Background: an optimization exercise with open tools, aiming at small area and a short achievable clock period. Do not read the settings as production practice. The RTL was checked by simulation tests, not by an equivalence proof against the original design. Power and IR drop assume default switching activity.

`flow/config.mk`:
```
export PLATFORM = sky130hd
export DESIGN_NAME = rv_core
export DESIGN_NICKNAME = rv_core
export VERILOG_FILES = /design/flow/design.v
export SDC_FILE = /design/flow/constraint.sdc
export NUM_CORES = 4
export LEC_CHECK = 0
export CAP_MARGIN = 20
export CORE_MARGIN = 2
export CORE_UTILIZATION = 40
export CTS_CLUSTER_SIZE = 24
export PLACE_DENSITY = 0.6
export SETUP_SLACK_MARGIN = 5
export SLEW_MARGIN = 20
export SYNTH_HIERARCHICAL = 1
export TNS_END_PERCENT = 5
```
`flow/constraint.sdc`:
```
create_clock -name core_clock -period 12.0 [get_ports {clk}]
set_input_delay 2.4000 -clock core_clock [delete_from_list [all_inputs] [get_ports {clk}]]
set_output_delay 2.4000 -clock core_clock [all_outputs]
set_load 0.01 [all_outputs]
```
`flow/design.v`:
```
`default_nettype none
module rv_addr_add (
    input  wire [31:0] a_n,
    input  wire [31:0] b,
    input  wire [31:0] b_n,
    output wire [31:0] s
);
    wire p0_0;
    wire g0_0;
    wire p0_1;
    wire g0_1;
    wire p0_2;
    wire g0_2;
    wire p0_3;
    wire g0_3;
    wire p0_4;
    wire g0_4;
    wire p0_5;
    wire g0_5;
    wire p0_6;
    wire g0_6;
    wire p0_7;
    wire g0_7;
    wire p0_8;
    wire g0_8;
    wire p0_9;
    wire g0_9;
    wire p0_10;
    wire g0_10;
    wire p0_11;
    wire g0_11;
    wire p0_12;
    wire g0_12;
    wire p0_13;
    wire g0_13;
    wire p0_14;
    wire g0_14;
    wire p0_15;
    wire g0_15;
    wire p0_16;
    wire g0_16;
    wire p0_17;
    wire g0_17;
    wire p0_18;
    wire g0_18;
    wire p0_19;
    wire g0_19;
    wire p0_20;
    wire g0_20;
    wire p0_21;
    wire g0_21;
    wire p0_22;
    wire g0_22;
    wire p0_23;
    wire g0_23;
    wire p0_24;
    wire g0_24;
    wire p0_25;
    wire g0_25;
    wire p0_26;
    wire g0_26;
    wire p0_27;
    wire g0_27;
    wire p0_28;
    wire g0_28;
    wire p0_29;
    wire g0_29;
    wire p0_30;
    wire g0_30;
    wire p0_31;
    wire g0_31;
    wire g1_1;
    wire g1_2;
    wire pp1_2;
    wire g1_3;
    wire pp1_3;
    wire g1_4;
    wire pp1_4;
    wire g1_5;
    wire pp1_5;
    wire g1_6;
    wire pp1_6;
    wire g1_7;
    wire pp1_7;
    wire g1_8;
    wire pp1_8;
    wire g1_9;
    wire pp1_9;
    wire g1_10;
    wire pp1_10;
    wire g1_11;
    wire pp1_11;
    wire g1_12;
    wire pp1_12;
    wire g1_13;
    wire pp1_13;
    wire g1_14;
    wire pp1_14;
    wire g1_15;
    wire pp1_15;
    wire g1_16;
    wire pp1_16;
    wire g1_17;
    wire pp1_17;
    wire g1_18;
    wire pp1_18;
    wire g1_19;
    wire pp1_19;
    wire g1_20;
    wire pp1_20;
    wire g1_21;
    wire pp1_21;
    wire g1_22;
    wire pp1_22;
    wire g1_23;
    wire pp1_23;
    wire g1_24;
    wire pp1_24;
    wire g1_25;
    wire pp1_25;
    wire g1_26;
    wire pp1_26;
    wire g1_27;
    wire pp1_27;
    wire g1_28;
    wire pp1_28;
    wire g1_29;
    wire pp1_29;
    wire g1_30;
    wire pp1_30;
    wire g0_0_i;
    wire g2_2;
    wire g2_3;
    wire g2_4;
    wire pp2_4;
    wire g2_5;
    wire pp2_5;
    wire g2_6;
    wire pp2_6;
    wire g2_7;
    wire pp2_7;
    wire g2_8;
    wire pp2_8;
    wire g2_9;
    wire pp2_9;
    wire g2_10;
    wire pp2_10;
    wire g2_11;
    wire pp2_11;
    wire g2_12;
    wire pp2_12;
    wire g2_13;
    wire pp2_13;
    wire g2_14;
    wire pp2_14;
    wire g2_15;
    wire pp2_15;
    wire g2_16;
    wire pp2_16;
    wire g2_17;
    wire pp2_17;
    wire g2_18;
    wire pp2_18;
    wire g2_19;
    wire pp2_19;
    wire g2_20;
    wire pp2_20;
    wire g2_21;
    wire pp2_21;
    wire g2_22;
    wire pp2_22;
    wire g2_23;
    wire pp2_23;
    wire g2_24;
    wire pp2_24;
    wire g2_25;
    wire pp2_25;
    wire g2_26;
    wire pp2_26;
    wire g2_27;
    wire pp2_27;
    wire g2_28;
    wire pp2_28;
    wire g2_29;
    wire pp2_29;
    wire g2_30;
    wire pp2_30;
    wire g3_4;
    wire g1_1_i;
    wire g3_5;
    wire g3_6;
    wire g3_7;
    wire g3_8;
    wire pp3_8;
    wire g3_9;
    wire pp3_9;
    wire g3_10;
    wire pp3_10;
    wire g3_11;
    wire pp3_11;
    wire g3_12;
    wire pp3_12;
    wire g3_13;
    wire pp3_13;
    wire g3_14;
    wire pp3_14;
    wire g3_15;
    wire pp3_15;
    wire g3_16;
    wire pp3_16;
    wire g3_17;
    wire pp3_17;
    wire g3_18;
    wire pp3_18;
    wire g3_19;
    wire pp3_19;
    wire g3_20;
    wire pp3_20;
    wire g3_21;
    wire pp3_21;
    wire g3_22;
    wire pp3_22;
    wire g3_23;
    wire pp3_23;
    wire g3_24;
    wire pp3_24;
    wire g3_25;
    wire pp3_25;
    wire g3_26;
    wire pp3_26;
    wire g3_27;
    wire pp3_27;
    wire g3_28;
    wire pp3_28;
    wire g3_29;
    wire pp3_29;
    wire g3_30;
    wire pp3_30;
    wire g4_8;
    wire g4_9;
    wire g2_2_i;
    wire g4_10;
    wire g2_3_i;
    wire g4_11;
    wire g4_12;
    wire g4_13;
    wire g4_14;
    wire g4_15;
    wire g4_16;
    wire pp4_16;
    wire g4_17;
    wire pp4_17;
    wire g4_18;
    wire pp4_18;
    wire g4_19;
    wire pp4_19;
    wire g4_20;
    wire pp4_20;
    wire g4_21;
    wire pp4_21;
    wire g4_22;
    wire pp4_22;
    wire g4_23;
    wire pp4_23;
    wire g4_24;
    wire pp4_24;
    wire g4_25;
    wire pp4_25;
    wire g4_26;
    wire pp4_26;
    wire g4_27;
    wire pp4_27;
    wire g4_28;
    wire pp4_28;
    wire g4_29;
    wire pp4_29;
    wire g4_30;
    wire pp4_30;
    wire g5_16;
    wire g5_17;
    wire g5_18;
    wire g5_19;
    wire g3_4_i;
    wire g5_20;
    wire g3_5_i;
    wire g5_21;
    wire g3_6_i;
    wire g5_22;
    wire g3_7_i;
    wire g5_23;
    wire g5_24;
    wire g5_25;
    wire g5_26;
    wire g5_27;
    wire g5_28;
    wire g5_29;
    wire g5_30;
    rv_c_xnor2 u1 (.a(a_n[0]), .b(b[0]), .y(p0_0));
    rv_c_nor2 u2 (.a(a_n[0]), .b(b_n[0]), .y(g0_0));
    rv_c_xnor2 u3 (.a(a_n[1]), .b(b[1]), .y(p0_1));
    rv_c_nor2 u4 (.a(a_n[1]), .b(b_n[1]), .y(g0_1));
    rv_c_xnor2 u5 (.a(a_n[2]), .b(b[2]), .y(p0_2));
    rv_c_nor2 u6 (.a(a_n[2]), .b(b_n[2]), .y(g0_2));
    rv_c_xnor2 u7 (.a(a_n[3]), .b(b[3]), .y(p0_3));
    rv_c_nor2 u8 (.a(a_n[3]), .b(b_n[3]), .y(g0_3));
    rv_c_xnor2 u9 (.a(a_n[4]), .b(b[4]), .y(p0_4));
    rv_c_nor2 u10 (.a(a_n[4]), .b(b_n[4]), .y(g0_4));
    rv_c_xnor2 u11 (.a(a_n[5]), .b(b[5]), .y(p0_5));
    rv_c_nor2 u12 (.a(a_n[5]), .b(b_n[5]), .y(g0_5));
    rv_c_xnor2 u13 (.a(a_n[6]), .b(b[6]), .y(p0_6));
    rv_c_nor2 u14 (.a(a_n[6]), .b(b_n[6]), .y(g0_6));
    rv_c_xnor2 u15 (.a(a_n[7]), .b(b[7]), .y(p0_7));
    rv_c_nor2 u16 (.a(a_n[7]), .b(b_n[7]), .y(g0_7));
    rv_c_xnor2 u17 (.a(a_n[8]), .b(b[8]), .y(p0_8));
    rv_c_nor2 u18 (.a(a_n[8]), .b(b_n[8]), .y(g0_8));
    rv_c_xnor2 u19 (.a(a_n[9]), .b(b[9]), .y(p0_9));
    rv_c_nor2 u20 (.a(a_n[9]), .b(b_n[9]), .y(g0_9));
    rv_c_xnor2 u21 (.a(a_n[10]), .b(b[10]), .y(p0_10));
    rv_c_nor2 u22 (.a(a_n[10]), .b(b_n[10]), .y(g0_10));
    rv_c_xnor2 u23 (.a(a_n[11]), .b(b[11]), .y(p0_11));
    rv_c_nor2 u24 (.a(a_n[11]), .b(b_n[11]), .y(g0_11));
    rv_c_xnor2 u25 (.a(a_n[12]), .b(b[12]), .y(p0_12));
    rv_c_nor2 u26 (.a(a_n[12]), .b(b_n[12]), .y(g0_12));
    rv_c_xnor2 u27 (.a(a_n[13]), .b(b[13]), .y(p0_13));
    rv_c_nor2 u28 (.a(a_n[13]), .b(b_n[13]), .y(g0_13));
    rv_c_xnor2 u29 (.a(a_n[14]), .b(b[14]), .y(p0_14));
    rv_c_nor2 u30 (.a(a_n[14]), .b(b_n[14]), .y(g0_14));
    rv_c_xnor2 u31 (.a(a_n[15]), .b(b[15]), .y(p0_15));
    rv_c_nor2 u32 (.a(a_n[15]), .b(b_n[15]), .y(g0_15));
    rv_c_xnor2 u33 (.a(a_n[16]), .b(b[16]), .y(p0_16));
    rv_c_nor2 u34 (.a(a_n[16]), .b(b_n[16]), .y(g0_16));
    rv_c_xnor2 u35 (.a(a_n[17]), .b(b[17]), .y(p0_17));
    rv_c_nor2 u36 (.a(a_n[17]), .b(b_n[17]), .y(g0_17));
    rv_c_xnor2 u37 (.a(a_n[18]), .b(b[18]), .y(p0_18));
    rv_c_nor2 u38 (.a(a_n[18]), .b(b_n[18]), .y(g0_18));
    rv_c_xnor2 u39 (.a(a_n[19]), .b(b[19]), .y(p0_19));
    rv_c_nor2 u40 (.a(a_n[19]), .b(b_n[19]), .y(g0_19));
    rv_c_xnor2 u41 (.a(a_n[20]), .b(b[20]), .y(p0_20));
    rv_c_nor2 u42 (.a(a_n[20]), .b(b_n[20]), .y(g0_20));
    rv_c_xnor2 u43 (.a(a_n[21]), .b(b[21]), .y(p0_21));
    rv_c_nor2 u44 (.a(a_n[21]), .b(b_n[21]), .y(g0_21));
    rv_c_xnor2 u45 (.a(a_n[22]), .b(b[22]), .y(p0_22));
    rv_c_nor2 u46 (.a(a_n[22]), .b(b_n[22]), .y(g0_22));
    rv_c_xnor2 u47 (.a(a_n[23]), .b(b[23]), .y(p0_23));
    rv_c_nor2 u48 (.a(a_n[23]), .b(b_n[23]), .y(g0_23));
    rv_c_xnor2 u49 (.a(a_n[24]), .b(b[24]), .y(p0_24));
    rv_c_nor2 u50 (.a(a_n[24]), .b(b_n[24]), .y(g0_24));
    rv_c_xnor2 u51 (.a(a_n[25]), .b(b[25]), .y(p0_25));
    rv_c_nor2 u52 (.a(a_n[25]), .b(b_n[25]), .y(g0_25));
    rv_c_xnor2 u53 (.a(a_n[26]), .b(b[26]), .y(p0_26));
    rv_c_nor2 u54 (.a(a_n[26]), .b(b_n[26]), .y(g0_26));
    rv_c_xnor2 u55 (.a(a_n[27]), .b(b[27]), .y(p0_27));
    rv_c_nor2 u56 (.a(a_n[27]), .b(b_n[27]), .y(g0_27));
    rv_c_xnor2 u57 (.a(a_n[28]), .b(b[28]), .y(p0_28));
    rv_c_nor2 u58 (.a(a_n[28]), .b(b_n[28]), .y(g0_28));
    rv_c_xnor2 u59 (.a(a_n[29]), .b(b[29]), .y(p0_29));
    rv_c_nor2 u60 (.a(a_n[29]), .b(b_n[29]), .y(g0_29));
    rv_c_xnor2 u61 (.a(a_n[30]), .b(b[30]), .y(p0_30));
    rv_c_nor2 u62 (.a(a_n[30]), .b(b_n[30]), .y(g0_30));
    rv_c_xnor2 u63 (.a(a_n[31]), .b(b[31]), .y(p0_31));
    rv_c_nor2 u64 (.a(a_n[31]), .b(b_n[31]), .y(g0_31));
    rv_c_a21oi u65 (.a1(p0_1), .a2(g0_0), .b1(g0_1), .y(g1_1));
    rv_c_a21oi u66 (.a1(p0_2), .a2(g0_1), .b1(g0_2), .y(g1_2));
    rv_c_nand2 u67 (.a(p0_2), .b(p0_1), .y(pp1_2));
    rv_c_a21oi u68 (.a1(p0_3), .a2(g0_2), .b1(g0_3), .y(g1_3));
    rv_c_nand2 u69 (.a(p0_3), .b(p0_2), .y(pp1_3));
    rv_c_a21oi u70 (.a1(p0_4), .a2(g0_3), .b1(g0_4), .y(g1_4));
    rv_c_nand2 u71 (.a(p0_4), .b(p0_3), .y(pp1_4));
    rv_c_a21oi u72 (.a1(p0_5), .a2(g0_4), .b1(g0_5), .y(g1_5));
    rv_c_nand2 u73 (.a(p0_5), .b(p0_4), .y(pp1_5));
    rv_c_a21oi u74 (.a1(p0_6), .a2(g0_5), .b1(g0_6), .y(g1_6));
    rv_c_nand2 u75 (.a(p0_6), .b(p0_5), .y(pp1_6));
    rv_c_a21oi u76 (.a1(p0_7), .a2(g0_6), .b1(g0_7), .y(g1_7));
    rv_c_nand2 u77 (.a(p0_7), .b(p0_6), .y(pp1_7));
    rv_c_a21oi u78 (.a1(p0_8), .a2(g0_7), .b1(g0_8), .y(g1_8));
    rv_c_nand2 u79 (.a(p0_8), .b(p0_7), .y(pp1_8));
    rv_c_a21oi u80 (.a1(p0_9), .a2(g0_8), .b1(g0_9), .y(g1_9));
    rv_c_nand2 u81 (.a(p0_9), .b(p0_8), .y(pp1_9));
    rv_c_a21oi u82 (.a1(p0_10), .a2(g0_9), .b1(g0_10), .y(g1_10));
    rv_c_nand2 u83 (.a(p0_10), .b(p0_9), .y(pp1_10));
    rv_c_a21oi u84 (.a1(p0_11), .a2(g0_10), .b1(g0_11), .y(g1_11));
    rv_c_nand2 u85 (.a(p0_11), .b(p0_10), .y(pp1_11));
    rv_c_a21oi u86 (.a1(p0_12), .a2(g0_11), .b1(g0_12), .y(g1_12));
    rv_c_nand2 u87 (.a(p0_12), .b(p0_11), .y(pp1_12));
    rv_c_a21oi u88 (.a1(p0_13), .a2(g0_12), .b1(g0_13), .y(g1_13));
    rv_c_nand2 u89 (.a(p0_13), .b(p0_12), .y(pp1_13));
    rv_c_a21oi u90 (.a1(p0_14), .a2(g0_13), .b1(g0_14), .y(g1_14));
    rv_c_nand2 u91 (.a(p0_14), .b(p0_13), .y(pp1_14));
    rv_c_a21oi u92 (.a1(p0_15), .a2(g0_14), .b1(g0_15), .y(g1_15));
    rv_c_nand2 u93 (.a(p0_15), .b(p0_14), .y(pp1_15));
    rv_c_a21oi u94 (.a1(p0_16), .a2(g0_15), .b1(g0_16), .y(g1_16));
    rv_c_nand2 u95 (.a(p0_16), .b(p0_15), .y(pp1_16));
    rv_c_a21oi u96 (.a1(p0_17), .a2(g0_16), .b1(g0_17), .y(g1_17));
    rv_c_nand2 u97 (.a(p0_17), .b(p0_16), .y(pp1_17));
    rv_c_a21oi u98 (.a1(p0_18), .a2(g0_17), .b1(g0_18), .y(g1_18));
    rv_c_nand2 u99 (.a(p0_18), .b(p0_17), .y(pp1_18));
    rv_c_a21oi u100 (.a1(p0_19), .a2(g0_18), .b1(g0_19), .y(g1_19));
    rv_c_nand2 u101 (.a(p0_19), .b(p0_18), .y(pp1_19));
    rv_c_a21oi u102 (.a1(p0_20), .a2(g0_19), .b1(g0_20), .y(g1_20));
    rv_c_nand2 u103 (.a(p0_20), .b(p0_19), .y(pp1_20));
    rv_c_a21oi u104 (.a1(p0_21), .a2(g0_20), .b1(g0_21), .y(g1_21));
    rv_c_nand2 u105 (.a(p0_21), .b(p0_20), .y(pp1_21));
    rv_c_a21oi u106 (.a1(p0_22), .a2(g0_21), .b1(g0_22), .y(g1_22));
    rv_c_nand2 u107 (.a(p0_22), .b(p0_21), .y(pp1_22));
    rv_c_a21oi u108 (.a1(p0_23), .a2(g0_22), .b1(g0_23), .y(g1_23));
    rv_c_nand2 u109 (.a(p0_23), .b(p0_22), .y(pp1_23));
    rv_c_a21oi u110 (.a1(p0_24), .a2(g0_23), .b1(g0_24), .y(g1_24));
    rv_c_nand2 u111 (.a(p0_24), .b(p0_23), .y(pp1_24));
    rv_c_a21oi u112 (.a1(p0_25), .a2(g0_24), .b1(g0_25), .y(g1_25));
    rv_c_nand2 u113 (.a(p0_25), .b(p0_24), .y(pp1_25));
    rv_c_a21oi u114 (.a1(p0_26), .a2(g0_25), .b1(g0_26), .y(g1_26));
    rv_c_nand2 u115 (.a(p0_26), .b(p0_25), .y(pp1_26));
    rv_c_a21oi u116 (.a1(p0_27), .a2(g0_26), .b1(g0_27), .y(g1_27));
    rv_c_nand2 u117 (.a(p0_27), .b(p0_26), .y(pp1_27));
    rv_c_a21oi u118 (.a1(p0_28), .a2(g0_27), .b1(g0_28), .y(g1_28));
    rv_c_nand2 u119 (.a(p0_28), .b(p0_27), .y(pp1_28));
    rv_c_a21oi u120 (.a1(p0_29), .a2(g0_28), .b1(g0_29), .y(g1_29));
    rv_c_nand2 u121 (.a(p0_29), .b(p0_28), .y(pp1_29));
    rv_c_a21oi u122 (.a1(p0_30), .a2(g0_29), .b1(g0_30), .y(g1_30));
    rv_c_nand2 u123 (.a(p0_30), .b(p0_29), .y(pp1_30));
    rv_c_inv u124 (.a(g0_0), .y(g0_0_i));
    rv_c_o21ai u125 (.a1(pp1_2), .a2(g0_0_i), .b1(g1_2), .y(g2_2));
    rv_c_o21ai u126 (.a1(pp1_3), .a2(g1_1), .b1(g1_3), .y(g2_3));
    rv_c_o21ai u127 (.a1(pp1_4), .a2(g1_2), .b1(g1_4), .y(g2_4));
    rv_c_nor2 u128 (.a(pp1_4), .b(pp1_2), .y(pp2_4));
    rv_c_o21ai u129 (.a1(pp1_5), .a2(g1_3), .b1(g1_5), .y(g2_5));
    rv_c_nor2 u130 (.a(pp1_5), .b(pp1_3), .y(pp2_5));
    rv_c_o21ai u131 (.a1(pp1_6), .a2(g1_4), .b1(g1_6), .y(g2_6));
    rv_c_nor2 u132 (.a(pp1_6), .b(pp1_4), .y(pp2_6));
    rv_c_o21ai u133 (.a1(pp1_7), .a2(g1_5), .b1(g1_7), .y(g2_7));
    rv_c_nor2 u134 (.a(pp1_7), .b(pp1_5), .y(pp2_7));
    rv_c_o21ai u135 (.a1(pp1_8), .a2(g1_6), .b1(g1_8), .y(g2_8));
    rv_c_nor2 u136 (.a(pp1_8), .b(pp1_6), .y(pp2_8));
    rv_c_o21ai u137 (.a1(pp1_9), .a2(g1_7), .b1(g1_9), .y(g2_9));
    rv_c_nor2 u138 (.a(pp1_9), .b(pp1_7), .y(pp2_9));
    rv_c_o21ai u139 (.a1(pp1_10), .a2(g1_8), .b1(g1_10), .y(g2_10));
    rv_c_nor2 u140 (.a(pp1_10), .b(pp1_8), .y(pp2_10));
    rv_c_o21ai u141 (.a1(pp1_11), .a2(g1_9), .b1(g1_11), .y(g2_11));
    rv_c_nor2 u142 (.a(pp1_11), .b(pp1_9), .y(pp2_11));
    rv_c_o21ai u143 (.a1(pp1_12), .a2(g1_10), .b1(g1_12), .y(g2_12));
    rv_c_nor2 u144 (.a(pp1_12), .b(pp1_10), .y(pp2_12));
    rv_c_o21ai u145 (.a1(pp1_13), .a2(g1_11), .b1(g1_13), .y(g2_13));
    rv_c_nor2 u146 (.a(pp1_13), .b(pp1_11), .y(pp2_13));
    rv_c_o21ai u147 (.a1(pp1_14), .a2(g1_12), .b1(g1_14), .y(g2_14));
    rv_c_nor2 u148 (.a(pp1_14), .b(pp1_12), .y(pp2_14));
    rv_c_o21ai u149 (.a1(pp1_15), .a2(g1_13), .b1(g1_15), .y(g2_15));
    rv_c_nor2 u150 (.a(pp1_15), .b(pp1_13), .y(pp2_15));
    rv_c_o21ai u151 (.a1(pp1_16), .a2(g1_14), .b1(g1_16), .y(g2_16));
    rv_c_nor2 u152 (.a(pp1_16), .b(pp1_14), .y(pp2_16));
    rv_c_o21ai u153 (.a1(pp1_17), .a2(g1_15), .b1(g1_17), .y(g2_17));
    rv_c_nor2 u154 (.a(pp1_17), .b(pp1_15), .y(pp2_17));
    rv_c_o21ai u155 (.a1(pp1_18), .a2(g1_16), .b1(g1_18), .y(g2_18));
    rv_c_nor2 u156 (.a(pp1_18), .b(pp1_16), .y(pp2_18));
    rv_c_o21ai u157 (.a1(pp1_19), .a2(g1_17), .b1(g1_19), .y(g2_19));
    rv_c_nor2 u158 (.a(pp1_19), .b(pp1_17), .y(pp2_19));
    rv_c_o21ai u159 (.a1(pp1_20), .a2(g1_18), .b1(g1_20), .y(g2_20));
    rv_c_nor2 u160 (.a(pp1_20), .b(pp1_18), .y(pp2_20));
    rv_c_o21ai u161 (.a1(pp1_21), .a2(g1_19), .b1(g1_21), .y(g2_21));
    rv_c_nor2 u162 (.a(pp1_21), .b(pp1_19), .y(pp2_21));
    rv_c_o21ai u163 (.a1(pp1_22), .a2(g1_20), .b1(g1_22), .y(g2_22));
    rv_c_nor2 u164 (.a(pp1_22), .b(pp1_20), .y(pp2_22));
    rv_c_o21ai u165 (.a1(pp1_23), .a2(g1_21), .b1(g1_23), .y(g2_23));
    rv_c_nor2 u166 (.a(pp1_23), .b(pp1_21), .y(pp2_23));
    rv_c_o21ai u167 (.a1(pp1_24), .a2(g1_22), .b1(g1_24), .y(g2_24));
    rv_c_nor2 u168 (.a(pp1_24), .b(pp1_22), .y(pp2_24));
    rv_c_o21ai u169 (.a1(pp1_25), .a2(g1_23), .b1(g1_25), .y(g2_25));
    rv_c_nor2 u170 (.a(pp1_25), .b(pp1_23), .y(pp2_25));
    rv_c_o21ai u171 (.a1(pp1_26), .a2(g1_24), .b1(g1_26), .y(g2_26));
    rv_c_nor2 u172 (.a(pp1_26), .b(pp1_24), .y(pp2_26));
    rv_c_o21ai u173 (.a1(pp1_27), .a2(g1_25), .b1(g1_27), .y(g2_27));
    rv_c_nor2 u174 (.a(pp1_27), .b(pp1_25), .y(pp2_27));
    rv_c_o21ai u175 (.a1(pp1_28), .a2(g1_26), .b1(g1_28), .y(g2_28));
    rv_c_nor2 u176 (.a(pp1_28), .b(pp1_26), .y(pp2_28));
    rv_c_o21ai u177 (.a1(pp1_29), .a2(g1_27), .b1(g1_29), .y(g2_29));
    rv_c_nor2 u178 (.a(pp1_29), .b(pp1_27), .y(pp2_29));
    rv_c_o21ai u179 (.a1(pp1_30), .a2(g1_28), .b1(g1_30), .y(g2_30));
    rv_c_nor2 u180 (.a(pp1_30), .b(pp1_28), .y(pp2_30));
    rv_c_a21oi u181 (.a1(pp2_4), .a2(g0_0), .b1(g2_4), .y(g3_4));
    rv_c_inv u182 (.a(g1_1), .y(g1_1_i));
    rv_c_a21oi u183 (.a1(pp2_5), .a2(g1_1_i), .b1(g2_5), .y(g3_5));
    rv_c_a21oi u184 (.a1(pp2_6), .a2(g2_2), .b1(g2_6), .y(g3_6));
    rv_c_a21oi u185 (.a1(pp2_7), .a2(g2_3), .b1(g2_7), .y(g3_7));
    rv_c_a21oi u186 (.a1(pp2_8), .a2(g2_4), .b1(g2_8), .y(g3_8));
    rv_c_nand2 u187 (.a(pp2_8), .b(pp2_4), .y(pp3_8));
    rv_c_a21oi u188 (.a1(pp2_9), .a2(g2_5), .b1(g2_9), .y(g3_9));
    rv_c_nand2 u189 (.a(pp2_9), .b(pp2_5), .y(pp3_9));
    rv_c_a21oi u190 (.a1(pp2_10), .a2(g2_6), .b1(g2_10), .y(g3_10));
    rv_c_nand2 u191 (.a(pp2_10), .b(pp2_6), .y(pp3_10));
    rv_c_a21oi u192 (.a1(pp2_11), .a2(g2_7), .b1(g2_11), .y(g3_11));
    rv_c_nand2 u193 (.a(pp2_11), .b(pp2_7), .y(pp3_11));
    rv_c_a21oi u194 (.a1(pp2_12), .a2(g2_8), .b1(g2_12), .y(g3_12));
    rv_c_nand2 u195 (.a(pp2_12), .b(pp2_8), .y(pp3_12));
    rv_c_a21oi u196 (.a1(pp2_13), .a2(g2_9), .b1(g2_13), .y(g3_13));
    rv_c_nand2 u197 (.a(pp2_13), .b(pp2_9), .y(pp3_13));
    rv_c_a21oi u198 (.a1(pp2_14), .a2(g2_10), .b1(g2_14), .y(g3_14));
    rv_c_nand2 u199 (.a(pp2_14), .b(pp2_10), .y(pp3_14));
    rv_c_a21oi u200 (.a1(pp2_15), .a2(g2_11), .b1(g2_15), .y(g3_15));
    rv_c_nand2 u201 (.a(pp2_15), .b(pp2_11), .y(pp3_15));
    rv_c_a21oi u202 (.a1(pp2_16), .a2(g2_12), .b1(g2_16), .y(g3_16));
    rv_c_nand2 u203 (.a(pp2_16), .b(pp2_12), .y(pp3_16));
    rv_c_a21oi u204 (.a1(pp2_17), .a2(g2_13), .b1(g2_17), .y(g3_17));
    rv_c_nand2 u205 (.a(pp2_17), .b(pp2_13), .y(pp3_17));
    rv_c_a21oi u206 (.a1(pp2_18), .a2(g2_14), .b1(g2_18), .y(g3_18));
    rv_c_nand2 u207 (.a(pp2_18), .b(pp2_14), .y(pp3_18));
    rv_c_a21oi u208 (.a1(pp2_19), .a2(g2_15), .b1(g2_19), .y(g3_19));
    rv_c_nand2 u209 (.a(pp2_19), .b(pp2_15), .y(pp3_19));
    rv_c_a21oi u210 (.a1(pp2_20), .a2(g2_16), .b1(g2_20), .y(g3_20));
    rv_c_nand2 u211 (.a(pp2_20), .b(pp2_16), .y(pp3_20));
    rv_c_a21oi u212 (.a1(pp2_21), .a2(g2_17), .b1(g2_21), .y(g3_21));
    rv_c_nand2 u213 (.a(pp2_21), .b(pp2_17), .y(pp3_21));
    rv_c_a21oi u214 (.a1(pp2_22), .a2(g2_18), .b1(g2_22), .y(g3_22));
    rv_c_nand2 u215 (.a(pp2_22), .b(pp2_18), .y(pp3_22));
    rv_c_a21oi u216 (.a1(pp2_23), .a2(g2_19), .b1(g2_23), .y(g3_23));
    rv_c_nand2 u217 (.a(pp2_23), .b(pp2_19), .y(pp3_23));
    rv_c_a21oi u218 (.a1(pp2_24), .a2(g2_20), .b1(g2_24), .y(g3_24));
    rv_c_nand2 u219 (.a(pp2_24), .b(pp2_20), .y(pp3_24));
    rv_c_a21oi u220 (.a1(pp2_25), .a2(g2_21), .b1(g2_25), .y(g3_25));
    rv_c_nand2 u221 (.a(pp2_25), .b(pp2_21), .y(pp3_25));
    rv_c_a21oi u222 (.a1(pp2_26), .a2(g2_22), .b1(g2_26), .y(g3_26));
    rv_c_nand2 u223 (.a(pp2_26), .b(pp2_22), .y(pp3_26));
    rv_c_a21oi u224 (.a1(pp2_27), .a2(g2_23), .b1(g2_27), .y(g3_27));
    rv_c_nand2 u225 (.a(pp2_27), .b(pp2_23), .y(pp3_27));
    rv_c_a21oi u226 (.a1(pp2_28), .a2(g2_24), .b1(g2_28), .y(g3_28));
    rv_c_nand2 u227 (.a(pp2_28), .b(pp2_24), .y(pp3_28));
    rv_c_a21oi u228 (.a1(pp2_29), .a2(g2_25), .b1(g2_29), .y(g3_29));
    rv_c_nand2 u229 (.a(pp2_29), .b(pp2_25), .y(pp3_29));
    rv_c_a21oi u230 (.a1(pp2_30), .a2(g2_26), .b1(g2_30), .y(g3_30));
    rv_c_nand2 u231 (.a(pp2_30), .b(pp2_26), .y(pp3_30));
    rv_c_o21ai u232 (.a1(pp3_8), .a2(g0_0_i), .b1(g3_8), .y(g4_8));
    rv_c_o21ai u233 (.a1(pp3_9), .a2(g1_1), .b1(g3_9), .y(g4_9));
    rv_c_inv u234 (.a(g2_2), .y(g2_2_i));
    rv_c_o21ai u235 (.a1(pp3_10), .a2(g2_2_i), .b1(g3_10), .y(g4_10));
    rv_c_inv u236 (.a(g2_3), .y(g2_3_i));
    rv_c_o21ai u237 (.a1(pp3_11), .a2(g2_3_i), .b1(g3_11), .y(g4_11));
    rv_c_o21ai u238 (.a1(pp3_12), .a2(g3_4), .b1(g3_12), .y(g4_12));
    rv_c_o21ai u239 (.a1(pp3_13), .a2(g3_5), .b1(g3_13), .y(g4_13));
    rv_c_o21ai u240 (.a1(pp3_14), .a2(g3_6), .b1(g3_14), .y(g4_14));
    rv_c_o21ai u241 (.a1(pp3_15), .a2(g3_7), .b1(g3_15), .y(g4_15));
    rv_c_o21ai u242 (.a1(pp3_16), .a2(g3_8), .b1(g3_16), .y(g4_16));
    rv_c_nor2 u243 (.a(pp3_16), .b(pp3_8), .y(pp4_16));
    rv_c_o21ai u244 (.a1(pp3_17), .a2(g3_9), .b1(g3_17), .y(g4_17));
    rv_c_nor2 u245 (.a(pp3_17), .b(pp3_9), .y(pp4_17));
    rv_c_o21ai u246 (.a1(pp3_18), .a2(g3_10), .b1(g3_18), .y(g4_18));
    rv_c_nor2 u247 (.a(pp3_18), .b(pp3_10), .y(pp4_18));
    rv_c_o21ai u248 (.a1(pp3_19), .a2(g3_11), .b1(g3_19), .y(g4_19));
    rv_c_nor2 u249 (.a(pp3_19), .b(pp3_11), .y(pp4_19));
    rv_c_o21ai u250 (.a1(pp3_20), .a2(g3_12), .b1(g3_20), .y(g4_20));
    rv_c_nor2 u251 (.a(pp3_20), .b(pp3_12), .y(pp4_20));
    rv_c_o21ai u252 (.a1(pp3_21), .a2(g3_13), .b1(g3_21), .y(g4_21));
    rv_c_nor2 u253 (.a(pp3_21), .b(pp3_13), .y(pp4_21));
    rv_c_o21ai u254 (.a1(pp3_22), .a2(g3_14), .b1(g3_22), .y(g4_22));
    rv_c_nor2 u255 (.a(pp3_22), .b(pp3_14), .y(pp4_22));
    rv_c_o21ai u256 (.a1(pp3_23), .a2(g3_15), .b1(g3_23), .y(g4_23));
    rv_c_nor2 u257 (.a(pp3_23), .b(pp3_15), .y(pp4_23));
    rv_c_o21ai u258 (.a1(pp3_24), .a2(g3_16), .b1(g3_24), .y(g4_24));
    rv_c_nor2 u259 (.a(pp3_24), .b(pp3_16), .y(pp4_24));
    rv_c_o21ai u260 (.a1(pp3_25), .a2(g3_17), .b1(g3_25), .y(g4_25));
    rv_c_nor2 u261 (.a(pp3_25), .b(pp3_17), .y(pp4_25));
    rv_c_o21ai u262 (.a1(pp3_26), .a2(g3_18), .b1(g3_26), .y(g4_26));
    rv_c_nor2 u263 (.a(pp3_26), .b(pp3_18), .y(pp4_26));
    rv_c_o21ai u264 (.a1(pp3_27), .a2(g3_19), .b1(g3_27), .y(g4_27));
    rv_c_nor2 u265 (.a(pp3_27), .b(pp3_19), .y(pp4_27));
    rv_c_o21ai u266 (.a1(pp3_28), .a2(g3_20), .b1(g3_28), .y(g4_28));
    rv_c_nor2 u267 (.a(pp3_28), .b(pp3_20), .y(pp4_28));
    rv_c_o21ai u268 (.a1(pp3_29), .a2(g3_21), .b1(g3_29), .y(g4_29));
    rv_c_nor2 u269 (.a(pp3_29), .b(pp3_21), .y(pp4_29));
    rv_c_o21ai u270 (.a1(pp3_30), .a2(g3_22), .b1(g3_30), .y(g4_30));
    rv_c_nor2 u271 (.a(pp3_30), .b(pp3_22), .y(pp4_30));
    rv_c_a21oi u272 (.a1(pp4_16), .a2(g0_0), .b1(g4_16), .y(g5_16));
    rv_c_a21oi u273 (.a1(pp4_17), .a2(g1_1_i), .b1(g4_17), .y(g5_17));
    rv_c_a21oi u274 (.a1(pp4_18), .a2(g2_2), .b1(g4_18), .y(g5_18));
    rv_c_a21oi u275 (.a1(pp4_19), .a2(g2_3), .b1(g4_19), .y(g5_19));
    rv_c_inv u276 (.a(g3_4), .y(g3_4_i));
    rv_c_a21oi u277 (.a1(pp4_20), .a2(g3_4_i), .b1(g4_20), .y(g5_20));
    rv_c_inv u278 (.a(g3_5), .y(g3_5_i));
    rv_c_a21oi u279 (.a1(pp4_21), .a2(g3_5_i), .b1(g4_21), .y(g5_21));
    rv_c_inv u280 (.a(g3_6), .y(g3_6_i));
    rv_c_a21oi u281 (.a1(pp4_22), .a2(g3_6_i), .b1(g4_22), .y(g5_22));
    rv_c_inv u282 (.a(g3_7), .y(g3_7_i));
    rv_c_a21oi u283 (.a1(pp4_23), .a2(g3_7_i), .b1(g4_23), .y(g5_23));
    rv_c_a21oi u284 (.a1(pp4_24), .a2(g4_8), .b1(g4_24), .y(g5_24));
    rv_c_a21oi u285 (.a1(pp4_25), .a2(g4_9), .b1(g4_25), .y(g5_25));
    rv_c_a21oi u286 (.a1(pp4_26), .a2(g4_10), .b1(g4_26), .y(g5_26));
    rv_c_a21oi u287 (.a1(pp4_27), .a2(g4_11), .b1(g4_27), .y(g5_27));
    rv_c_a21oi u288 (.a1(pp4_28), .a2(g4_12), .b1(g4_28), .y(g5_28));
    rv_c_a21oi u289 (.a1(pp4_29), .a2(g4_13), .b1(g4_29), .y(g5_29));
    rv_c_a21oi u290 (.a1(pp4_30), .a2(g4_14), .b1(g4_30), .y(g5_30));
    assign s[0] = p0_0;
    rv_c_xor2 u291 (.a(p0_1), .b(g0_0), .y(s[1]));
    rv_c_xnor2 u292 (.a(p0_2), .b(g1_1), .y(s[2]));
    rv_c_xor2 u293 (.a(p0_3), .b(g2_2), .y(s[3]));
    rv_c_xor2 u294 (.a(p0_4), .b(g2_3), .y(s[4]));
    rv_c_xnor2 u295 (.a(p0_5), .b(g3_4), .y(s[5]));
    rv_c_xnor2 u296 (.a(p0_6), .b(g3_5), .y(s[6]));
    rv_c_xnor2 u297 (.a(p0_7), .b(g3_6), .y(s[7]));
    rv_c_xnor2 u298 (.a(p0_8), .b(g3_7), .y(s[8]));
    rv_c_xor2 u299 (.a(p0_9), .b(g4_8), .y(s[9]));
    rv_c_xor2 u300 (.a(p0_10), .b(g4_9), .y(s[10]));
    rv_c_xor2 u301 (.a(p0_11), .b(g4_10), .y(s[11]));
    rv_c_xor2 u302 (.a(p0_12), .b(g4_11), .y(s[12]));
    rv_c_xor2 u303 (.a(p0_13), .b(g4_12), .y(s[13]));
    rv_c_xor2 u304 (.a(p0_14), .b(g4_13), .y(s[14]));
    rv_c_xor2 u305 (.a(p0_15), .b(g4_14), .y(s[15]));
    rv_c_xor2 u306 (.a(p0_16), .b(g4_15), .y(s[16]));
    rv_c_xnor2 u307 (.a(p0_17), .b(g5_16), .y(s[17]));
    rv_c_xnor2 u308 (.a(p0_18), .b(g5_17), .y(s[18]));
    rv_c_xnor2 u309 (.a(p0_19), .b(g5_18), .y(s[19]));
    rv_c_xnor2 u310 (.a(p0_20), .b(g5_19), .y(s[20]));
    rv_c_xnor2 u311 (.a(p0_21), .b(g5_20), .y(s[21]));
    rv_c_xnor2 u312 (.a(p0_22), .b(g5_21), .y(s[22]));
    rv_c_xnor2 u313 (.a(p0_23), .b(g5_22), .y(s[23]));
    rv_c_xnor2 u314 (.a(p0_24), .b(g5_23), .y(s[24]));
    rv_c_xnor2 u315 (.a(p0_25), .b(g5_24), .y(s[25]));
    rv_c_xnor2 u316 (.a(p0_26), .b(g5_25), .y(s[26]));
    rv_c_xnor2 u317 (.a(p0_27), .b(g5_26), .y(s[27]));
    rv_c_xnor2 u318 (.a(p0_28), .b(g5_27), .y(s[28]));
    rv_c_xnor2 u319 (.a(p0_29), .b(g5_28), .y(s[29]));
    rv_c_xnor2 u320 (.a(p0_30), .b(g5_29), .y(s[30]));
    rv_c_xnor2 u321 (.a(p0_31), .b(g5_30), .y(s[31]));
endmodule
module rv_c_inv (input wire a, output wire y);
    assign y = ~a;
endmodule
module rv_c_nand2 (input wire a, input wire b, output wire y);
    assign y = ~(a & b);
endmodule
module rv_c_nor2 (input wire a, input wire b, output wire y);
    assign y = ~(a | b);
endmodule
module rv_c_xor2 (input wire a, input wire b, output wire y);
    assign y = a ^ b;
endmodule
module rv_c_xnor2 (input wire a, input wire b, output wire y);
    assign y = ~(a ^ b);
endmodule
module rv_c_a21oi (input wire a1, input wire a2, input wire b1, output wire y);
    assign y = ~((a1 & a2) | b1);
endmodule
module rv_c_o21ai (input wire a1, input wire a2, input wire b1, output wire y);
    assign y = ~((a1 | a2) & b1);
endmodule
`default_nettype wire
`default_nettype none
module rv_rf_aoi3 (
    input  wire [2:0] d,
    input  wire [2:0] s,
    output wire       y_n
);
    assign y_n = ~|(d & s);
endmodule
module rv_c_nand3 (input wire a, input wire b, input wire c, output wire y);
    assign y = ~(a & b & c);
endmodule
module rv_c_nand4 (input wire a, input wire b, input wire c, input wire d, output wire y);
    assign y = ~(a & b & c & d);
endmodule
module rv_c_nor3 (input wire a, input wire b, input wire c, output wire y);
    assign y = ~(a | b | c);
endmodule
module rv_rf_rdbit (
    input  wire [31:1] d,
    input  wire [31:1] sel,
    output wire        q_n
);
    wire [10:0] g_n;
    wire [2:0]  h;
    genvar g;
    generate
        for (g = 0; g < 10; g = g + 1) begin : g_grp
            rv_rf_aoi3 u_aoi (.d(d[3*g+3:3*g+1]), .s(sel[3*g+3:3*g+1]), .y_n(g_n[g]));
        end
    endgenerate
    rv_c_nand2 u_n31 (.a(d[31]), .b(sel[31]), .y(g_n[10]));
    rv_c_nand4 u_h0 (.a(g_n[0]), .b(g_n[1]), .c(g_n[2]), .d(g_n[3]), .y(h[0]));
    rv_c_nand4 u_h1 (.a(g_n[4]), .b(g_n[5]), .c(g_n[6]), .d(g_n[7]), .y(h[1]));
    rv_c_nand3 u_h2 (.a(g_n[8]), .b(g_n[9]), .c(g_n[10]), .y(h[2]));
    rv_c_nor3  u_q  (.a(h[0]), .b(h[1]), .c(h[2]), .y(q_n));
endmodule
`default_nettype wire
`default_nettype none
module rv_add_bk #(parameter int W = 32) (
    input  wire [W-1:0] a,
    input  wire [W-1:0] b,
    input  wire         ci,
    output wire [W-1:0] s,
    output wire         co
);
    wire [W-1:0] p0 = a ^ b;
    wire [W-1:0] g0 = a & b;
    reg  [W-1:0] G, P;
    integer i, d;
    always @(*) begin
        G = g0;
        P = p0;
        G[0] = g0[0] | (p0[0] & ci);
        for (d = 1; d < W; d = d * 2)
            for (i = 2 * d - 1; i < W; i = i + 2 * d) begin
                G[i] = G[i] | (P[i] & G[i - d]);
                P[i] = P[i] & P[i - d];
            end
        for (d = W / 4; d >= 1; d = d / 2)
            for (i = 3 * d - 1; i < W; i = i + 2 * d) begin
                G[i] = G[i] | (P[i] & G[i - d]);
                P[i] = P[i] & P[i - d];
            end
    end
    assign s  = p0 ^ {G[W-2:0], ci};
    assign co = G[W-1];
endmodule
module rv_inc #(parameter int W = 30) (
    input  wire [W-1:0] a,
    output wire [W-1:0] s
);
    wire [W:0] c;
    assign c[0] = 1'b1;
    genvar i;
    generate
        for (i = 0; i < W; i = i + 1) begin : g_bit
            assign s[i]     = a[i] ^ c[i];
            assign c[i + 1] = a[i] & c[i];
        end
    endgenerate
endmodule
`default_nettype wire
`default_nettype none
module rv_core (
    input  wire        clk,
    input  wire        rst,
    input  wire        global_en,
    output wire [31:0] imem_raddr,
    input  wire [31:0] imem_rdata,
    input  wire [31:0] dmem_rdata,
    output wire        dmem_we,
    output wire [31:0] dmem_addr,
    output wire [31:0] dmem_wdata,
    output reg         commit,
    output wire [31:0] commit_pc,
    output wire [31:0] commit_inst,
    output wire        commit_halt,
    output wire        commit_reg_we,
    output wire [4:0]  commit_reg_wa,
    output wire [31:0] commit_reg_wd,
    output wire        commit_dmem_we,
    output wire [31:0] commit_dmem_wa,
    output wire [31:0] commit_dmem_wd
);
    wire [31:0] inst = imem_rdata;
    wire [6:0]  opc  = inst[6:0];
    wire [2:0]  f3   = inst[14:12];
    wire is_op    = (opc == 7'b0110011);
    wire is_opimm = (opc == 7'b0010011);
    wire is_lui   = (opc == 7'b0110111);
    wire is_auipc = (opc == 7'b0010111);
    wire is_br    = (opc == 7'b1100011);
    wire is_jal   = (opc == 7'b1101111);
    wire is_jalr  = (opc == 7'b1100111);
    wire is_lw    = (opc == 7'b0000011) && (f3 == 3'b010);
    wire is_sw    = (opc == 7'b0100011) && (f3 == 3'b010);
    wire rf_we_dec = is_op | is_opimm | is_lui | is_auipc | is_jal | is_jalr | is_lw;
    wire run = global_en & ~rst;
    wire [31:0] imm_i = {{20{inst[31]}}, inst[31:20]};
    wire [31:0] imm_s = {{20{inst[31]}}, inst[31:25], inst[11:7]};
    wire [31:0] imm_b = {{20{inst[31]}}, inst[7], inst[30:25], inst[11:8], 1'b0};
    wire [31:0] imm_u = {inst[31:12], 12'h000};
    wire [31:0] imm_j = {{12{inst[31]}}, inst[19:12], inst[20], inst[30:21], 1'b0};
    reg  [31:1] pc;
    wire [31:0] pc_w = {pc, 1'b0};  
    wire [31:0] rs1v, rs2v;
    wire [31:0] rs1_n, rs2_n;
    wire [31:0] rf_wd;
    reg  [31:0] regs [1:31];
    wire [31:1] sel1, sel2, wsel;
    wire        rf_we = rf_we_dec & run;
    genvar r, c;
    generate
        for (r = 1; r < 32; r = r + 1) begin : g_row
            assign sel1[r] = (inst[19:15] == r);
            assign sel2[r] = (inst[24:20] == r);
            assign wsel[r] = rf_we & (inst[11:7] == r);
            always @(posedge clk) begin
                if (wsel[r]) regs[r] <= rf_wd;
            end
        end
        for (c = 0; c < 32; c = c + 1) begin : g_col
            wire [31:1] col;
            for (r = 1; r < 32; r = r + 1) begin : g_bit
                assign col[r] = regs[r][c];
            end
            rv_rf_rdbit u_rd1 (.d(col), .sel(sel1), .q_n(rs1_n[c]));
            rv_rf_rdbit u_rd2 (.d(col), .sel(sel2), .q_n(rs2_n[c]));
        end
    endgenerate
    assign rs1v = ~rs1_n;
    assign rs2v = ~rs2_n;
    wire        sel_s = ~opc[6] & opc[5] & ~opc[4];  
    wire [31:0] imm_a = sel_s ? imm_s : imm_i;
    wire [31:0] addr;
    rv_addr_add u_addr (.a_n(rs1_n), .b(imm_a), .b_n(~imm_a), .s(addr));
    wire [31:0] b    = is_opimm ? imm_i : rs2v;
    wire        sub  = (f3 != 3'b000) | (is_op & inst[30]);
    wire [31:0] sum;
    wire        sum_co;
    rv_add_bk #(.W(32)) u_alu_add (.a(rs1v), .b(b ^ {32{sub}}), .ci(sub), .s(sum), .co(sum_co));
    wire        ltu  = ~sum_co;
    wire        lt   = rs1v[31] ^ b[31] ^ ltu;
    wire [31:0] x_xor = rs1v ^ b;
    wire        eq   = (x_xor == 32'd0);
    wire        sh_l = ~f3[2];
    wire [31:0] rs1_rev;
    wire [31:0] sh_r;
    wire [31:0] sh_lo;
    genvar k;
    generate
        for (k = 0; k < 32; k = k + 1) begin : g_rev
            assign rs1_rev[k] = rs1v[31 - k];
            assign sh_lo[k]   = sh_r[31 - k];
        end
    endgenerate
    wire [31:0] sh_in   = sh_l ? rs1_rev : rs1v;
    wire        sh_fill = ~sh_l & inst[30] & rs1v[31];
    wire [63:0] sh_wide = {{32{sh_fill}}, sh_in} >> b[4:0];
    assign sh_r = sh_wide[31:0];
    reg [31:0] alu;
    always @(*) begin
        case (f3)
            3'b000:  alu = sum;
            3'b001:  alu = sh_lo;
            3'b010:  alu = {31'd0, lt};
            3'b011:  alu = {31'd0, ltu};
            3'b100:  alu = x_xor;
            3'b101:  alu = sh_r;
            3'b110:  alu = rs1v | b;
            default: alu = rs1v & b;
        endcase
    end
    wire [31:0] pc_imm = is_jal ? imm_j : (opc[6] ? imm_b : imm_u);
    wire [31:0] target;                           
    wire        target_co;
    rv_add_bk #(.W(32)) u_tgt_add (.a(pc_w), .b(pc_imm), .ci(1'b0), .s(target), .co(target_co));
    wire [29:0] pc4_hi;
    rv_inc #(.W(30)) u_pc4 (.a(pc_w[31:2]), .s(pc4_hi));
    wire [31:0] pc4    = {pc4_hi, pc_w[1:0]};
    reg br_cond;
    always @(*) begin
        case (f3)
            3'b000:  br_cond = eq;
            3'b001:  br_cond = ~eq;
            3'b100:  br_cond = lt;
            3'b101:  br_cond = ~lt;
            3'b110:  br_cond = ltu;
            3'b111:  br_cond = ~ltu;
            default: br_cond = 1'b0;
        endcase
    end
    wire take = (is_br & br_cond) | is_jal;
    wire [31:1] next_pc = is_jalr ? addr[31:1] : (take ? target[31:1] : pc4[31:1]);
    always @(posedge clk) begin
        if (rst) pc <= 31'h0020_0000;  
        else if (global_en) pc <= next_pc;
    end
    wire o6 = opc[6], o5 = opc[5], o4 = opc[4], o2 = opc[2];
    assign rf_wd = o6 ? pc4 :
                   o4 ? (o2 ? (o5 ? imm_u : target) : alu) :
                   o5 ? addr : dmem_rdata;
    assign imem_raddr = pc_w;
    assign dmem_addr  = addr;
    assign dmem_wdata = rs2v;
    assign dmem_we    = is_sw & run;
    reg [31:1] c_pc;
    reg [31:0] c_inst;
    reg [31:0] c_wd;    
    reg [31:0] c_sd;    
    always @(posedge clk) begin
        if (rst) commit <= 1'b0;
        else if (global_en) commit <= 1'b1;
    end
    always @(posedge clk) begin
        if (global_en) begin
            c_pc   <= pc;
            c_inst <= inst;
            c_wd   <= rf_wd;
            c_sd   <= rs2v;
        end
    end
    wire [6:0] c_opc = c_inst[6:0];
    wire       c_f3w = (c_inst[14:12] == 3'b010);
    assign commit_pc      = {c_pc, 1'b0};
    assign commit_inst    = c_inst;
    assign commit_halt    = (c_inst == 32'h0010_0073);
    assign commit_reg_we  = (c_opc == 7'b0110011) | (c_opc == 7'b0010011) | (c_opc == 7'b0110111) |
                            (c_opc == 7'b0010111) | (c_opc == 7'b1101111) | (c_opc == 7'b1100111) |
                            ((c_opc == 7'b0000011) & c_f3w);
    assign commit_reg_wa  = c_inst[11:7];
    assign commit_reg_wd  = c_wd;
    assign commit_dmem_we = (c_opc == 7'b0100011) & c_f3w;
    assign commit_dmem_wa = c_wd;
    assign commit_dmem_wd = c_sd;
endmodule
`default_nettype wire
```
`flow/flow/run.sh`:
```
#!/bin/bash
# The standard layout (standard synthesis included), with the smallest buffer as the port
# buffer instead of the delay cell buffer_ports picks on its own; repair still resizes it.
set -euo pipefail
bash standard.sh "BUFFER_PORTS_ARGS=-buffer_cell sky130_fd_sc_hd__buf_1" finish > make_finish.log 2>&1
```
`flow/standard.sh`:
```
#!/bin/bash
# synth_recipe.tcl (not shown) runs the flow's synth.tcl, then flattens the netlist and writes it again
# the make line also repeats each setting of config.mk as NAME=value (left out here)
make -C /OpenROAD-flow-scripts/flow DESIGN_CONFIG=/design/flow/config.mk WORK_HOME=/design/flow/orfs CLKGATE_MAP_FILE= SYNTH_SCRIPT=/design/flow/synth_recipe.tcl "${@:-finish}"
```
==> summary.txt, run 1 <==
run status=timing/DRC/antenna clean; post-route clock period utilization=74.1%; P per Cell Area=155 mW/mm^2; reg-to-reg slack, setup=4.57 ns; Max Cap Violations=0; clock latency on the worst-skew pair=0.78 ns; total CTS buffers=117; global-route wire length before repair=382 mm; Final Routed Wirelength=286 mm; summed negative setup slack over all endpoints=0 ns; setup repair after global routing missed its margin=yes; Root Buffer=clkbuf_16; Synthesis Warnings=9; Cell Area, Synth=0.0576 mm^2; Clock Sinks=1151; DRC violation total after the first TritonRoute iteration=11.5k; weighted congestion reported at the end of routability-driven placement=1.05; top achievable clock speed=0.113 GHz; DRC violations left=0; final number of max-transition violations=0; maximum level of the CTS H-tree=3; CP Class=input pin to primary output; maximum buffer depth of the clock tree=3; average cell area after synthesis=13.1 um^2; detailed-router iteration count before antenna repair=15; detailed-route via count=51.2k; clock edge transition at the registers on the reported setup and hold paths=0.06 ns; classification of the worst-slack hold path=flip-flop to flip-flop; number of antenna violations at the first check in global routing=18; Hold Buf Count CTS=0; width of the die=384 um; Row Count=139; vias in the first global route=47.0k; critical path capture point type=primary output; Least-Margin Pin Slew=1.37 ns; Port Buf Inserts=330; max-slew headroom at the worst pin=8.83%; ratio of routed vias to standard cells=7.08; overall power of the completed layout=11.2 mW; pin count of the biggest net entering global routing=67; largest fanout of any net on the critical path=7; CORE AREA=0.143 mm^2; CTS tree=built; setup skew after layout=0.0424 ns; Cells after Synth=4394; share of layout cells above drive strength 1=25.6%; Leakage Power=25.5 nW; I/O Pins=333; die height=384 um; arrival time worst endpoint=6.49 ns; number of nets in the final layout=5469; starting utilization of the core area=40.2%; time the worst path needs with I/O delays and setup=8.89 ns; required time at the endpoint of the critical path=9.60 ns; element type at the critical path start=input pin; Worst IR Drop VDD=0.171 mV; average routed wire per standard cell=39.5 um; number of hold violations in the final report=0; DIE AREA=0.147 mm^2; total global routing overflow=0; Detailed Place HPWL=188 mm; Total Routing Usage GR=37.2%; Routed Antenna Nets=0; count of filler cells inserted in the layout=12.3k; final count of negative-setup-slack endpoints=0; final core occ=50.7%; area growth from synthesis to layout=26.2%
worst max-delay path, stage by stage:
cell and delay [ns]:
buf_4 0.22, or2_4 0.27, nor3_4 0.10, buf_6 0.15
a222oi_1 0.66, nand4_1 0.71, nor3_4 0.36, buf_6 0.17
xnor2_4 0.19, nand2_4 0.14, nor2_4 0.20, nand2_2 0.11
o21ai_4 0.16, a21oi_2 0.09, xnor2_2 0.30, buf_2 0.20
final timing paths:
kind	depth (start not counted)	startpoint	to
worst min register to register	2	commit	commit
worst max-delay path	16	imem_rdata[17]	dmem_addr[30]
worst min-delay path	2	commit	commit
worst max register to register	29	pc[2]	c_wd[30]
layout by cell type (no fill, tap or decap), drive strengths merged, types with 16 or more instances in the layout:
cell type and instances:
xnor2 74, clkbuf 149, o211ai 40, nand3 113
nand4 136, dfxtp 32, o21a 16, a211oi 31
nand2 276, a31oi 24, mux2 33, o22ai 24
buf 854, a222oi 642, a21oi 259, o221ai 19
inv 177, nor4 16, o21ai 205, nor2 333
nor3 117, fa 34, xor2 54, mux2i 111
clkinv 59, ha 149, edfxtp 1119
final cells by class:
cell class / count / area [um^2] / share of cell area, %
diodes: 12 / 30.0 / 0.0413
well taps: 1903 / 2380 / 3.27
clock buffers: 141 / 3080 / 4.24
inverters: 182 / 712 / 0.979
flip-flops and latches: 1151 / 34200 / 47.1
repair buffers: 864 / 6430 / 8.85
clock inverters: 74 / 701 / 0.964
multi-input cells: 2903 / 25100 / 34.6
stage by stage:
stage | instance area [um^2] | hold WS (ns) | instances | worst slack (ns)
2_1_floorplan | 58400 | 0.490 | 4398 | 4.10
3_3_place_gp | 63300 | 0.449 | 6677 | 1.54
3_5_place_dp | 63300 | 0.453 | 6679 | 1.60
4_1_cts | 71500 | 0.467 | 7163 | 3.40
5_1_grt | 72700 | 0.513 | 7218 | 3.13
6_report | 72700 | 0.461 | 7230 | 3.11
report_power, final:
group | leakage (nW) | internal (mW) | switching, mW | total (mW)
Combinational | 13.1 | 0.984 | 2.02 | 3.00
Sequential | 10.6 | 4.54 | 0.0250 | 4.57
Clock | 1.84 | 2.06 | 1.62 | 3.68
Total | 25.5 | 7.59 | 3.66 | 11.2
flip-flops by register name, summed over array words and instances (netlist names):
register and flops:
regs 992, c_inst 32, c_sd 32, c_wd 32
c_pc 31, pc 31, commit 1
per-layer routing:
layer / GRT usage [%] / vias up / part of all wire, %
met1: 46.6 / 25400 / 35
met5: 0 / - / 0.020
met3: 9.14 / 897 / 13
met2: 55.5 / 4614 / 43
li1: - / 20300 / -
met4: 28.5 / 8 / 9.2
repair_timing:
item	4_1_cts	5_1_grt
gates cloned	17	5
buffers inserted	252	45
pin swaps	229	126
resized for setup	407	139
setup endpoints to repair	1120	1119
==> inputs of run 2 (changes only) <==
--- a/flow/config.mk
+++ b/flow/config.mk
@@ -8,9 +8,10 @@
 export CAP_MARGIN = 20
 export CORE_MARGIN = 2
-export CORE_UTILIZATION = 40
+export CORE_UTILIZATION = 50
+export CTS_CLUSTER_DIAMETER = 100
 export CTS_CLUSTER_SIZE = 24
-export PLACE_DENSITY = 0.6
+export PLACE_DENSITY = 0.7
 export SETUP_SLACK_MARGIN = 5
 export SLEW_MARGIN = 20
 export SYNTH_HIERARCHICAL = 1
-export TNS_END_PERCENT = 5
+export TNS_END_PERCENT = 0
==> run 2 against run 1 <==
Compared with the run above:
- flip-flop and latch count unchanged
- sequential share of layout area up 3.5 points
- count of clock-buffer cells in the layout down 70
- highest routed layer unchanged
- clock power down about 40%
- still clean on timing, DRC and antenna
- global-route usage up 7.6 points
- critical endpoint is now dmem_addr[18]
- worst setup slack worse by 0.083 ns
- synthesized cell count unchanged
- design area down 6.9%
- maximum frequency down 0.93%
==> summary.txt, run 2 <==
die height=343 um (was 384 um); critical register-to-register path endpoint=c_wd[31] (was c_wd[30]); number of antenna violations at the first check in global routing=14 (was 18); hold path start=commit (unchanged); post-placement cell area=0.0626 mm^2 (was 0.0633 mm^2); ratio of routed vias to standard cells=7.73 (was 7.08); summed negative setup slack over all endpoints=0 ns (unchanged); Largest register FFs=992 (unchanged); setup skew after layout=0.0379 ns (was 0.0424 ns); total global routing overflow=0 (unchanged); Hold Buf Count CTS=0 (unchanged); commonest non-fill, non-tap cells in the layout=1119 x edfxtp_1, 642 x a222oi_1, 310 x buf_1, 289 x buf_4, 245 x nand2_1 (was 1119 x edfxtp_1, 642 x a222oi_1, 413 x buf_4, 289 x buf_1, 223 x nand2_1); CORE AREA=0.114 mm^2 (was 0.143 mm^2); reg-to-reg slack, setup=4.18 ns (was 4.57 ns); Cell Area, Synth=0.0576 mm^2 (unchanged); largest fanout of any net on the critical path=17 (was 7); final count of negative-setup-slack endpoints=0 (unchanged); post-route clock period utilization=74.7% (was 74.1%); Root Buffer=clkbuf_16 (unchanged); r2r startpoint=pc[3] (was pc[2]); Leakage Power=23.3 nW (was 25.5 nW); Cells after Synth=4394 (unchanged); final number of max-transition violations=0 (unchanged); Worst IR Drop VDD=0.134 mV (was 0.171 mV); number of nets in the final layout=5251 (was 5469); Least-Margin Pin Slew=1.36 ns (was 1.37 ns); arrival time worst endpoint=6.57 ns (was 6.49 ns); pin count of the biggest net entering global routing=75 (was 67); number of hold violations in the final report=0 (unchanged); CP Class=input pin to primary output (unchanged); Total Routing Usage GR=44.8% (was 37.2%); Clock Sinks=1151 (unchanged); total CTS buffers=56 (was 117); max-slew headroom at the worst pin=9.57% (was 8.83%); clock edge transition at the registers on the reported setup and hold paths=0.10 ns (was 0.06 ns); Setup WS pre-CTS=1.53 ns (was 1.60 ns); Routed Antenna Nets=0 (unchanged); count of filler cells inserted in the layout=9073 (was 12.3k); area growth from synthesis to layout=17.5% (was 26.2%); overall power of the completed layout=9.50 mW (was 11.2 mW); time the worst path needs with I/O delays and setup=8.97 ns (was 8.89 ns); run status=timing/DRC/antenna clean (unchanged); Detailed Place HPWL=174 mm (was 188 mm); average routed wire per standard cell=41.4 um (was 39.5 um); DRC violations left=0 (unchanged); clock latency on the worst-skew pair=0.78 ns (about the same); CTS tree=built (unchanged); top register by number of flip-flops=regs (unchanged); Synthesis Warnings=9 (unchanged); maximum buffer depth of the clock tree=3 (unchanged); Final Cell Area=0.0677 mm^2 (was 0.0727 mm^2); Hold Path Stages=2 (unchanged); Port Buf Inserts=330 (unchanged); Row Count=124 (was 139); maximum level of the CTS H-tree=2 (was 3); detailed-route via count=50.6k (was 51.2k); P per Cell Area=140 mW/mm^2 (was 155 mW/mm^2); global-route wire length before repair=369 mm (was 382 mm); hold endpoint=commit (unchanged); I/O Pins=333 (unchanged); element type at the critical path start=input pin (unchanged); vias in the first global route=47.3k (was 47.0k); critical path capture point type=primary output (unchanged); share of layout cells above drive strength 1=19.8% (was 25.6%); Max Cap Violations=0 (unchanged); starting utilization of the core area=50.4% (was 40.2%); DRC violation total after the first TritonRoute iteration=12.9k (was 11.5k); r2r worst-path depth=31 (was 29); most common library cell in the layout ignoring fill and taps=edfxtp_1 (unchanged); top achievable clock speed=0.111 GHz (was 0.113 GHz); setup repair after global routing missed its margin=yes (unchanged); average cell area after synthesis=13.1 um^2 (unchanged); DIE AREA=0.118 mm^2 (was 0.147 mm^2); launch point of the worst path=imem_rdata[18] (was imem_rdata[17]); fin worst setup slack=3.03 ns (was 3.11 ns); width of the die=343 um (was 384 um); required time at the endpoint of the critical path=9.60 ns (about the same); classification of the worst-slack hold path=flip-flop to flip-flop (unchanged); Final Routed Wirelength=271 mm (was 286 mm); weighted congestion reported at the end of routability-driven placement=1.09 (was 1.05); detailed-router iteration count before antenna repair=14 (was 15)
[run 2: worst max path at each step]
stage          cells after the start             to
2_1_floorplan                     25       c_wd[20]
3_3_place_gp                      30         pc[24]
3_5_place_dp                      30         pc[24]
4_1_cts                           19  dmem_addr[31]
5_1_grt                           18  dmem_addr[21]
6_report                          19  dmem_addr[18]
[run 2: stage by stage]
| step | cells | hold WS [ns] | utilization (%) |
|---|---|---|---|
| after floorplan | 4398 | 0.490 | - |
| after global placement | 6262 | 0.448 | 54.7 |
| after detailed placement | 6265 | 0.461 | 54.7 |
| after CTS | 6501 | 0.484 | 58.7 |
| final | 6546 | 0.481 | 59.2 |
| after global routing | 6534 | 0.526 | 59.2 |
[run 2: critical path: stages]
cell      delay, ns
buf_1          0.10
buf_6          0.15
or2_4          0.19
buf_4          0.15
nor2_4         0.06
buf_12         0.17
a222oi_1       0.29
nand4_1        0.94
nor3_2         0.53
buf_6          0.21
xnor2_4        0.13
a21oi_4        0.24
o21ai_2        0.10
a21oi_2        0.18
o21ai_1        0.10
a21oi_2        0.18
xnor2_1        0.14
buf_4          0.16
buf_6          0.10
[run 2: cell type report]
cell class	instances	area [um^2]	share of cell area (%)
repair buffers	711	4940	7.30
well taps	1512	1890	2.80
flip-flops and latches	1151	34200	50.6
inverters	182	708	1.05
multi-input cells	2899	24200	35.8
diodes	13	32.5	0.0481
clock buffers	71	1490	2.20
clock inverters	7	131	0.194
[run 2: timing repair]
item / 4_1_cts / 5_1_grt
gates cloned: 14 / 1
endpoints found under the setup margin: 1119 / 1119
pin swaps: 142 / 35
buffers inserted: 144 / 24
resized for setup: 264 / 36
[run 2: power by group]
| group | leakage, nW | total [mW] | internal, mW | switching, mW |
|---|---|---|---|---|
| sequential | 10.6 | 4.56 | 4.54 | 0.0230 |
| combinational | 11.9 | 2.73 | 0.823 | 1.91 |
| clock | 0.785 | 2.21 | 0.892 | 1.32 |
[run 2: metal layers]
layer | track usage, % | vias up | routed length, um
li1 | - | 19800 | -
met1 | 52.7 | 24400 | 84400
met2 | 65.4 | 5150 | 113000
met3 | 17.9 | 1245 | 44900
met4 | 35.1 | 8 | 28200
met5 | 1.20 | - | 350

## separate check: timing with driven ports
How much do the figures lean on ideal ports? The routed layouts below were timed once more, with nothing changed but the port constraints.
Step 1, drivers: a clkbuf_16 drives clk and a buf_2 each remaining input, both assumed.
Step 2 times the ports against the registers' clock, not the clock port: input delays grow and output delays shrink by t, the midpoint of the rising clock arrivals with the driver on.
Slacks: ideal / step 1 / step 2; pairs: ideal / step 1.
| run | t, ns | setup slack, ns | slew at the worst register clock pin (ns) |
|---|---|---|---|
| run 1 | 0.837 | 3.113 / 3.084 / 2.679 | 0.09 / 0.09 |
| run 2 | 0.832 | 3.030 / 2.993 / 2.340 | 0.11 / 0.11 |
After both steps setup and hold are still met in every run listed. The setup slack of run 2, which loses most, moves by -0.037 ns with the drivers and by -0.690 ns with both steps.
